This is an optimization exercise on Yosys and OpenROAD, whose aim is small area and a short achievable clock period, not a production implementation. At most, simulation tests tie the RTL to the original design; equivalence was not proved. The clock input has no modelled driver; a real chip could not lean on it and would need a root buffer or a full tree. Power and IR drop assume default switching activity.

== before ==
==> flow/design.v (excerpt) <==
module trace_monitor_top (
    input  wire logic                          clk,
    input  wire logic                          rst_n,
    input  wire logic [32-1:0]        pc,
    input  wire logic [32-1:0] instr,
    input  wire logic                          en,
    input  wire logic [3:0]                    ctrl_addr,
    input  wire logic [32-1:0]        ctrl_wdata,
    input  wire logic                          ctrl_write_enable,
    output logic                               tvalid,
    input  wire logic                          tready,
    output logic [(32 + 32 + 32)-1:0]       tdata,
    output logic                               tlast,
    output logic                               halt_cpu
);
Settings: LEC_CHECK=0, ABC_CLOCK_PERIOD_IN_PS=1800, CAP_MARGIN=20, CORE_MARGIN=2, CORE_UTILIZATION=60, SETUP_SLACK_MARGIN=1.6, SLEW_MARGIN=20; clock period 3.5 ns.
standard.sh (not shown) runs the stock make flow with config.mk's settings and CLKGATE_MAP_FILE= SYNTH_SCRIPT=/design/flow/synth_recipe.tcl, a recipe that flattens the netlist after the stock synthesis.
==> flow/flow/run.sh <==
#!/bin/bash
# Standard ORFS layout (the standard.sh, standard synthesis unchanged),
# with two changes:
#  - the port buffers are plain buf cells instead of the delay-cell buffer
#    that buffer_ports picks by default;
#  - the clock tree is built by flow/mcts_hook.tcl (run as the CTS step's
#    PRE_CTS_TCL hook): four root buffers on the clock port, each driving
#    leaf buffers of at most 24 flip-flops; the rest of the CTS step (timing
#    repair, legalisation) runs as usual.
# ORFS writes each tool's log under orfs/logs/; make's output goes to
# flow_make.log here.
set -euo pipefail
here=$(pwd)
export BUFFER_PORTS_ARGS="-buffer_cell sky130_fd_sc_hd__buf_2"
export MCTS_TCL="$here/flow/mcts.tcl"
export PRE_CTS_TCL="$here/flow/mcts_hook.tcl"
bash standard.sh finish > flow_make.log 2>&1
Other scripts of this flow, unchanged in this note and not shown: flow/flow/mcts.tcl, flow/flow/mcts_hook.tcl
Changes in after relative to before:
diff --git a/flow/design.v b/flow/design.v
--- a/flow/design.v
+++ b/flow/design.v
@@ -199,28 +199,30 @@
     logic c_lo_h_gt, c_lo_h_eq, c_lo_l_lt, c_hi_h_lt, c_hi_h_eq, c_hi_l_gt;
     logic c_wd_h_gt, c_wd_h_lt, c_wd_h_eq, c_wd_l_gt, c_wd_l_lt;
     logic [5:0][15:0] cmp_a, cmp_b;
     logic [5:0][3:0]  cmp_g, cmp_l;
     logic [5:0]       cmp_gt, cmp_lt, cmp_eq;
     assign cmp_a = {s0_pc[15:0], s0_pc[31:16], s0_pc[15:0], s0_pc[31:16],
                     s0_pc[15:0], s0_pc[31:16]};
     assign cmp_b = {ctrl_wdata[15:0], ctrl_wdata[31:16], hi[15:0], hi[31:16],
                     lo[15:0], lo[31:16]};
-    for (genvar c = 0; c < 6; c++) begin : g_cmp
-        for (genvar k = 0; k < 4; k++) begin : g_nib
-            assign cmp_g[c][k] = (cmp_a[c][4*k+3:4*k] > cmp_b[c][4*k+3:4*k]);
-            assign cmp_l[c][k] = (cmp_a[c][4*k+3:4*k] < cmp_b[c][4*k+3:4*k]);
+    always_comb begin
+        for (int c = 0; c < 6; c++) begin
+            for (int k = 0; k < 4; k++) begin
+                cmp_g[c][k] = (cmp_a[c][4*k +: 4] > cmp_b[c][4*k +: 4]);
+                cmp_l[c][k] = (cmp_a[c][4*k +: 4] < cmp_b[c][4*k +: 4]);
+            end
+            cmp_gt[c] = cmp_g[c][3] || (!cmp_l[c][3] && (cmp_g[c][2] || (!cmp_l[c][2] &&
+                        (cmp_g[c][1] || (!cmp_l[c][1] && cmp_g[c][0])))));
+            cmp_lt[c] = cmp_l[c][3] || (!cmp_g[c][3] && (cmp_l[c][2] || (!cmp_g[c][2] &&
+                        (cmp_l[c][1] || (!cmp_g[c][1] && cmp_l[c][0])))));
+            cmp_eq[c] = (cmp_a[c] == cmp_b[c]);
         end
-        assign cmp_gt[c] = cmp_g[c][3] || (!cmp_l[c][3] && (cmp_g[c][2] || (!cmp_l[c][2] &&
-                           (cmp_g[c][1] || (!cmp_l[c][1] && cmp_g[c][0])))));
-        assign cmp_lt[c] = cmp_l[c][3] || (!cmp_g[c][3] && (cmp_l[c][2] || (!cmp_g[c][2] &&
-                           (cmp_l[c][1] || (!cmp_g[c][1] && cmp_l[c][0])))));
-        assign cmp_eq[c] = (cmp_a[c] == cmp_b[c]);
     end
     assign c_lo_h_gt = cmp_gt[0];
     assign c_lo_h_eq = cmp_eq[0];
     assign c_lo_l_lt = cmp_lt[1];
     assign c_hi_h_lt = cmp_lt[2];
     assign c_hi_h_eq = cmp_eq[2];
     assign c_hi_l_gt = cmp_gt[3];
     assign c_wd_h_gt = cmp_gt[4];
     assign c_wd_h_lt = cmp_lt[4];
@@ -333,23 +335,22 @@
         rd_sel <= rd_oh_n;
     end
     always_ff @(posedge clk) begin
         for (int i = 0; i < DEPTH; i++) begin
             if (we_q[i])
                 mem[i] <= cap;
         end
     end
     logic [RW-1:0] out_q;
-    logic [RW-1:0] head;
+    logic [RW-1:0] out_d;
     always_comb begin
-        head = '0;
+        out_d = {RW{!take_rdy}} & out_q;
         for (int i = 0; i < DEPTH; i++)
-            head = head | ({RW{rd_sel[i]}} & mem[i]);
+            out_d = out_d | ({RW{take_rdy && rd_sel[i]}} & mem[i]);
     end
     always_ff @(posedge clk) begin
-        if (take_rdy)
-            out_q <= head;
+        out_q <= out_d;
     end
     assign tdata = out_q[RW-1:1];
     assign tlast = out_q[0];
 endmodule
 `default_nettype wire
==> run notes <==
- Looking at startpoint-to-endpoint class of the critical path, the reg2reg result is from after; the in2reg one comes from before.
- Compared after vs before, and final period utilization is down in after.
- Comparing the two runs side by side, after comes out ahead of before on worst hold slack.
- Worst setup slack after layout: after and before compared, higher one is after
- Looking at first-pass GRT wire length, after sits 2.2% above before.
- Summary of the comparison: clock-net power is lower in after, relative to before.
- The critical path buffer and inverter count of after falls short of that of before by 2.
- Compared after vs before, and power is up in after.
- Sequential share of layout area in after is 1.7 points lower than in before
Function not checked in after: the RTL went through the layout flow alone. In every run of this note, the design's own scripts or RTL, not TritonCTS, make the clock network.

## main
Another version of the RTL of trace_monitor_top (not shown whole).
Size: roughly 3100 cells after synthesis, roughly 1300 flip-flops, about 200 I/O pins, about 48000 sq um of cells after synthesis.
export LEC_CHECK = 0
export ABC_CLOCK_PERIOD_IN_PS = 1800
export CAP_MARGIN = 20
export CORE_MARGIN = 2
export CORE_UTILIZATION = 60
export CTS_CLUSTER_DIAMETER = 60
export CTS_CLUSTER_SIZE = 30
export SETUP_SLACK_MARGIN = 1.5
export SLEW_MARGIN = 20
create_clock -name core_clock -period 3.5 [get_ports {clk}]
==> flow/flow/run.sh <==
#!/bin/bash
# Standard ORFS layout (the standard.sh, standard synthesis unchanged),
# with the port buffers made from plain buf cells instead of the delay-cell
# buffer that buffer_ports picks by default. Each tool's output goes to the
# ORFS logs under orfs/logs/, and make's own output to flow_make.log here.
set -euo pipefail
export BUFFER_PORTS_ARGS="-buffer_cell sky130_fd_sc_hd__buf_2"
bash standard.sh finish > flow_make.log 2>&1
Changes in the feature branch relative to main:
-- flow/design.v --
<<< main, line 153
    assign er_n = me ? 1'b1 : (ms ? 1'b0 : er);
    logic [4:0] wfi_cnt, wfi_cnt_n;
    logic       wf_q, lo_on_q, hi_on_q, win_q, cand_q, ne_h_q, ne_l_q;
    logic       wf_n, win_n, sel;
    always_comb begin
        if (!s1_wfi || clr)
>>> the feature branch, line 153
    assign er_n = me ? 1'b1 : (ms ? 1'b0 : er);
    logic [4:0] wfi_cnt, wfi_cnt_n;
    logic       sel_q, wf_q, lo_on_q, hi_on_q;
    logic       re_n, wf_n, win_n;
    always_comb begin
        if (!s1_wfi || clr)
<<< main, line 163
            wfi_cnt_n = wfi_cnt;
    end
    assign wf_n  = s0_wfi && (wfi_cnt_n == 5'd15);
    assign win_n = (sr_n || !ts_en_n) && (!er_n || !te_en_n);
>>> the feature branch, line 163
            wfi_cnt_n = wfi_cnt;
    end
    assign re_n  = (s0_pc != pc) && s0_nz && !s0_wfi;
    assign wf_n  = s0_wfi && (wfi_cnt_n == 5'd15);
    assign win_n = (sr_n || !ts_en_n) && (!er_n || !te_en_n);
<<< main, line 172
            s0_ms   <= 1'b1;
            s0_me   <= 1'b0;
            win_q   <= 1'b0;
            cand_q  <= 1'b0;
            wf_q    <= 1'b0;
            lo_on_q <= 1'b0;
>>> the feature branch, line 173
            s0_ms   <= 1'b1;
            s0_me   <= 1'b0;
            sel_q   <= 1'b0;
            wf_q    <= 1'b0;
            lo_on_q <= 1'b0;
<<< main, line 183
            s0_ms   <= w_ts ? eq_wd : eq_ts;
            s0_me   <= w_te ? eq_wd : eq_te;
            win_q   <= win_n;
            cand_q  <= s0_nz && !s0_wfi;
            wf_q    <= wf_n;
            lo_on_q <= lo_en_n && lo_wr_n;
>>> the feature branch, line 183
            s0_ms   <= w_ts ? eq_wd : eq_ts;
            s0_me   <= w_te ? eq_wd : eq_te;
            sel_q   <= (re_n || wf_n) && win_n;
            wf_q    <= wf_n;
            lo_on_q <= lo_en_n && lo_wr_n;
<<< main, line 190
        end
    end
    logic lo_gt_h, lo_eq_h, lo_ge_l;
    logic hi_lt_h, hi_eq_h, hi_le_l;
    logic wd_gt_h, wd_lt_h, wd_eq_h, wd_ge_l, wd_le_l;
    logic w_lo_q, w_hi_q;
    logic ge_lo, le_hi, in_range, pre_q;
    always_ff @(posedge clk) begin
        lo_gt_h <= (s0_pc[31:16] >  lo[31:16]);
        lo_eq_h <= (s0_pc[31:16] == lo[31:16]);
        lo_ge_l <= (s0_pc[15:0]  >= lo[15:0]);
        hi_lt_h <= (s0_pc[31:16] <  hi[31:16]);
        hi_eq_h <= (s0_pc[31:16] == hi[31:16]);
        hi_le_l <= (s0_pc[15:0]  <= hi[15:0]);
        wd_gt_h <= (s0_pc[31:16] >  ctrl_wdata[31:16]);
        wd_lt_h <= (s0_pc[31:16] <  ctrl_wdata[31:16]);
        wd_eq_h <= (s0_pc[31:16] == ctrl_wdata[31:16]);
        wd_ge_l <= (s0_pc[15:0]  >= ctrl_wdata[15:0]);
        wd_le_l <= (s0_pc[15:0]  <= ctrl_wdata[15:0]);
        ne_h_q  <= (s0_pc[31:16] != pc[31:16]);
        ne_l_q  <= (s0_pc[15:0]  != pc[15:0]);
        w_lo_q  <= w_lo;
        w_hi_q  <= w_hi;
    end
    assign ge_lo    = w_lo_q ? (wd_gt_h || (wd_eq_h && wd_ge_l))
                             : (lo_gt_h || (lo_eq_h && lo_ge_l));
    assign le_hi    = w_hi_q ? (wd_lt_h || (wd_eq_h && wd_le_l))
                             : (hi_lt_h || (hi_eq_h && hi_le_l));
    assign in_range = (!lo_on_q || ge_lo) && (!hi_on_q || le_hi);
    assign sel      = (((ne_h_q || ne_l_q) && cand_q) || wf_q) && win_q;
    assign pre_q    = sel && in_range;
    logic          full_q, cap_v, cap_v_n, load, push, cap_hold;
    logic [31:0]   delta;
>>> the feature branch, line 189
        end
    end
    logic lo_gt_h, lo_ge_l;
    logic hi_lt_h, hi_le_l;
    logic wd_gt_h, wd_lt_h, wd_ge_l, wd_le_l;
    logic w_lo_q, w_hi_q;
    logic ge_lo, le_hi, in_range, pre_q;
    always_ff @(posedge clk) begin
        lo_gt_h <= (s0_pc[31:16] >  lo[31:16]);
        lo_ge_l <= (s0_pc[31:16] == lo[31:16]) && (s0_pc[15:0] >= lo[15:0]);
        hi_lt_h <= (s0_pc[31:16] <  hi[31:16]);
        hi_le_l <= (s0_pc[31:16] == hi[31:16]) && (s0_pc[15:0] <= hi[15:0]);
        wd_gt_h <= (s0_pc[31:16] >  ctrl_wdata[31:16]);
        wd_lt_h <= (s0_pc[31:16] <  ctrl_wdata[31:16]);
        wd_ge_l <= (s0_pc[31:16] == ctrl_wdata[31:16]) && (s0_pc[15:0] >= ctrl_wdata[15:0]);
        wd_le_l <= (s0_pc[31:16] == ctrl_wdata[31:16]) && (s0_pc[15:0] <= ctrl_wdata[15:0]);
        w_lo_q  <= w_lo;
        w_hi_q  <= w_hi;
    end
    assign ge_lo    = w_lo_q ? (wd_gt_h || wd_ge_l) : (lo_gt_h || lo_ge_l);
    assign le_hi    = w_hi_q ? (wd_lt_h || wd_le_l) : (hi_lt_h || hi_le_l);
    assign in_range = (!lo_on_q || ge_lo) && (!hi_on_q || le_hi);
    assign pre_q    = sel_q && in_range;
    logic          full_q, cap_v, cap_v_n, load, push, cap_hold;
    logic [31:0]   delta;
### Flow results
Changes observed in the feature branch relative to main: power share of the clock group decreased by 1.9 points relative to the old numbers; register-to-register slack was more or less identical. Detailed-routed wire length on met3 in the feature branch vs main: up about 25%. TritonCTS sink count in the feature branch vs main: down 6. Compared with main, the feature branch ends up with less cell area. Note that the number of instances resized during post-cts repair recorded for main amounts to 0.911 times the value seen in the feature branch. On width of the die, main tracks the feature branch almost exactly. The feature branch vs main, uppermost layer routed: met4 vs met5. Compared with main, the feature branch shows pin count of the biggest net entering global routing that has gone up by more than 10%. The higher clock input transition at the sequential cells of the worst setup and hold paths of the feature branch and main is in main. The feature branch reports a lower slack of the critical path than main does. Delta (the feature branch minus main): sequential share of layout area saw an increase; area after synthesis saw little to no change. Compared to main, the routing of the feature branch uses more wire. [the feature branch vs main] flip-flop and latch count: lower in the feature branch.
Function not checked in main: the RTL went through the layout flow alone.

Setup of red:
Another version of the RTL of trace_monitor_top (not shown whole).
Size: roughly 1400 flip-flops, about 200 I/O pins, about 0.049 mm² of cells after synthesis.
==> flow/design.v (excerpt) <==
module trace_monitor_top (
    input  wire logic                          clk,
    input  wire logic                          rst_n,
    input  wire logic [32-1:0]        pc,
    input  wire logic [32-1:0] instr,
    input  wire logic                          en,
    input  wire logic [3:0]                    ctrl_addr,
    input  wire logic [32-1:0]        ctrl_wdata,
    input  wire logic                          ctrl_write_enable,
    output logic                               tvalid,
    input  wire logic                          tready,
    output logic [(32 + 32 + 32)-1:0]       tdata,
    output logic                               tlast,
    output logic                               halt_cpu
);
    localparam int DEPTH = 8;
    localparam int RW    = (32 + 32 + 32) + 1;
    logic w_lo_en, w_hi_en, w_lo, w_hi, w_ts_en, w_te_en, w_ts, w_te;
    logic w_clr, w_hen, w_frc;
    always_comb begin
        w_lo_en = 1'b0; w_hi_en = 1'b0; w_lo = 1'b0; w_hi = 1'b0;
        w_ts_en = 1'b0; w_te_en = 1'b0; w_ts = 1'b0; w_te = 1'b0;
        w_clr = 1'b0; w_hen = 1'b0; w_frc = 1'b0;
        if (ctrl_write_enable) begin
            case (ctrl_addr)
                4'd0:  w_lo_en = 1'b1;
                4'd1:  w_hi_en = 1'b1;
                4'd2:  w_lo    = 1'b1;
  ...
Settings: LEC_CHECK=0, ABC_CLOCK_PERIOD_IN_PS=1800, CAP_MARGIN=20, CORE_MARGIN=2, CORE_UTILIZATION=60, SETUP_SLACK_MARGIN=1.6, SLEW_MARGIN=20; clock period 3.5 ns.
==> flow/flow/run.sh <==
#!/bin/bash
# Standard ORFS layout (the standard.sh, standard synthesis unchanged),
# with two changes:
#  - the port buffers are plain buf cells instead of the delay-cell buffer
#    that buffer_ports picks by default;
#  - the clock tree is built by flow/mcts_hook.tcl (run as the CTS step's
#    PRE_CTS_TCL hook): four root buffers on the clock port, each driving
#    leaf buffers of at most 24 flip-flops; the rest of the CTS step (timing
#    repair, legalisation) runs as usual.
# ORFS writes each tool's log under orfs/logs/; make's output goes to
# flow_make.log here.
set -euo pipefail
here=$(pwd)
export BUFFER_PORTS_ARGS="-buffer_cell sky130_fd_sc_hd__buf_2"
export MCTS_TCL="$here/flow/mcts.tcl"
export PRE_CTS_TCL="$here/flow/mcts_hook.tcl"
bash standard.sh finish > flow_make.log 2>&1
Other scripts of this flow, unchanged in this note and not shown: flow/flow/mcts.tcl, flow/flow/mcts_hook.tcl
[inputs] blue vs red
-- flow/design.v --
<<< red, line 206
    assign cmp_b = {ctrl_wdata[15:0], ctrl_wdata[31:16], hi[15:0], hi[31:16],
                    lo[15:0], lo[31:16]};
    for (genvar c = 0; c < 6; c++) begin : g_cmp
        for (genvar k = 0; k < 4; k++) begin : g_nib
            assign cmp_g[c][k] = (cmp_a[c][4*k+3:4*k] > cmp_b[c][4*k+3:4*k]);
            assign cmp_l[c][k] = (cmp_a[c][4*k+3:4*k] < cmp_b[c][4*k+3:4*k]);
        end
        assign cmp_gt[c] = cmp_g[c][3] || (!cmp_l[c][3] && (cmp_g[c][2] || (!cmp_l[c][2] &&
                           (cmp_g[c][1] || (!cmp_l[c][1] && cmp_g[c][0])))));
        assign cmp_lt[c] = cmp_l[c][3] || (!cmp_g[c][3] && (cmp_l[c][2] || (!cmp_g[c][2] &&
                           (cmp_l[c][1] || (!cmp_g[c][1] && cmp_l[c][0])))));
        assign cmp_eq[c] = (cmp_a[c] == cmp_b[c]);
    end
    assign c_lo_h_gt = cmp_gt[0];
>>> blue, line 206
    assign cmp_b = {ctrl_wdata[15:0], ctrl_wdata[31:16], hi[15:0], hi[31:16],
                    lo[15:0], lo[31:16]};
    always_comb begin
        for (int c = 0; c < 6; c++) begin
            for (int k = 0; k < 4; k++) begin
                cmp_g[c][k] = (cmp_a[c][4*k +: 4] > cmp_b[c][4*k +: 4]);
                cmp_l[c][k] = (cmp_a[c][4*k +: 4] < cmp_b[c][4*k +: 4]);
            end
            cmp_gt[c] = cmp_g[c][3] || (!cmp_l[c][3] && (cmp_g[c][2] || (!cmp_l[c][2] &&
                        (cmp_g[c][1] || (!cmp_l[c][1] && cmp_g[c][0])))));
            cmp_lt[c] = cmp_l[c][3] || (!cmp_g[c][3] && (cmp_l[c][2] || (!cmp_g[c][2] &&
                        (cmp_l[c][1] || (!cmp_g[c][1] && cmp_l[c][0])))));
            cmp_eq[c] = !(|cmp_g[c]) && !(|cmp_l[c]);
        end
    end
    assign c_lo_h_gt = cmp_gt[0];
<<< red, line 254
    logic          full_q, cap_v, cap_v_n, load, push, cap_hold;
    logic [31:0]   delta;
    logic          lo1_q, sat_q;
    logic [RW-1:0] cap;
    assign load    = en && pre_q && !cap_hold;
    assign push    = cap_v && !full_q;
    assign cap_v_n = load || (cap_v && full_q);
>>> blue, line 256
    logic          full_q, cap_v, cap_v_n, load, push, cap_hold;
    logic [31:0]   delta;
    logic [RW-1:0] cap;
    assign load    = en && pre_q && (!cap_v || !full_q);
    assign push    = cap_v && !full_q;
    assign cap_v_n = load || (cap_v && full_q);
<<< red, line 262
        if (!rst_n) begin
            delta    <= '0;
            lo1_q    <= 1'b0;
            sat_q    <= 1'b0;
            cap_v    <= 1'b0;
            cap_hold <= 1'b0;
        end else begin
            if (load)
                delta[15:0] <= 16'd1;
            else if (!sat_q)
                delta[15:0] <= delta[15:0] + 16'd1;
            if (load)
                delta[31:16] <= 16'd0;
            else if (!sat_q && lo1_q)
                delta[31:16] <= delta[31:16] + 16'd1;
            lo1_q    <= !load && (sat_q || (delta[15:0] == 16'hFFFE));
            sat_q    <= !load && (sat_q || (delta == 32'hFFFF_FFFE));
            cap_v    <= cap_v_n;
            cap_hold <= cap_v_n && full_n;
>>> blue, line 263
        if (!rst_n) begin
            delta    <= '0;
            cap_v    <= 1'b0;
            cap_hold <= 1'b0;
        end else begin
            if (load)
                delta <= 32'd1;
            else if (delta != 32'hFFFF_FFFF)
                delta <= delta + 32'd1;
            cap_v    <= cap_v_n;
            cap_hold <= cap_v_n && full_n;
<<< red, line 339
        end
    end
    logic [RW-1:0] out_q;
    logic [RW-1:0] out_d;
    always_comb begin
        out_d = {RW{!take_rdy}} & out_q;
>>> blue, line 332
        end
    end
    logic [RW-1:0] out_q, out_d;
    always_comb begin
        out_d = {RW{!take_rdy}} & out_q;
- Between red and blue, the vertical die dimension figures differ only marginally.
- blue vs red, number of fillers in the final layout went down by about 3.7%.
- blue ended with more combined area of the multi-input logic cells than red.
- Number of placed instances, taps included, blue and red: larger value in red
- Re final design area excluding fillers: red was lower than blue.
- In the tables for blue and red, area fraction in compound gates after synthesis reads higher with red.
The RTL of blue was laid out without a check of its function. No run of this note takes its clock network from TritonCTS; it comes from the design's own scripts or RTL.

re-timing with driven ports:
In the flow no input, the clock included, has a driving cell. The finished layouts below were timed again as built, in two steps.
Step 1, drivers: a clkbuf_16 drives clk and a buf_2 each remaining input, both assumed.
Step 2 also shifts input and output timing later by t, the mid clock arrival at the registers, as if the neighbouring blocks saw the same clock.
a / b / c = no drivers / after step 1 / after step 2; a / b = the first two.
| run | t (ns) | slack for setup (ns) | latest minus earliest clock arrival (ns) | slew at the worst register clock pin (ns) | cell pins on the clock port's net |
|---|---|---|---|---|---|
| before | 0.626 | 1.556 / 1.468 / 1.057 | 0.100 / 0.100 | 0.12 / 0.12 | 4 |
| after | 0.621 | 1.623 / 1.507 / 1.166 | 0.073 / 0.073 | 0.11 / 0.11 | 4 |
| main | 0.708 | 1.482 / 1.451 / 0.902 | 0.044 / 0.044 | 0.11 / 0.11 | 1 |
| the feature branch | 0.703 | 1.478 / 1.478 / 0.963 | 0.040 / 0.041 | 0.11 / 0.11 | 1 |
| red | 0.627 | 1.624 / 1.496 / 1.113 | 0.065 / 0.065 | 0.12 / 0.12 | 4 |
| blue | 0.633 | 1.560 / 1.522 / 1.102 | 0.085 / 0.085 | 0.10 / 0.10 | 4 |
After both steps setup and hold are still met in every run listed. For main, which loses most, drivers alone change the setup slack by -0.031 ns; drivers and shift together by -0.580 ns.
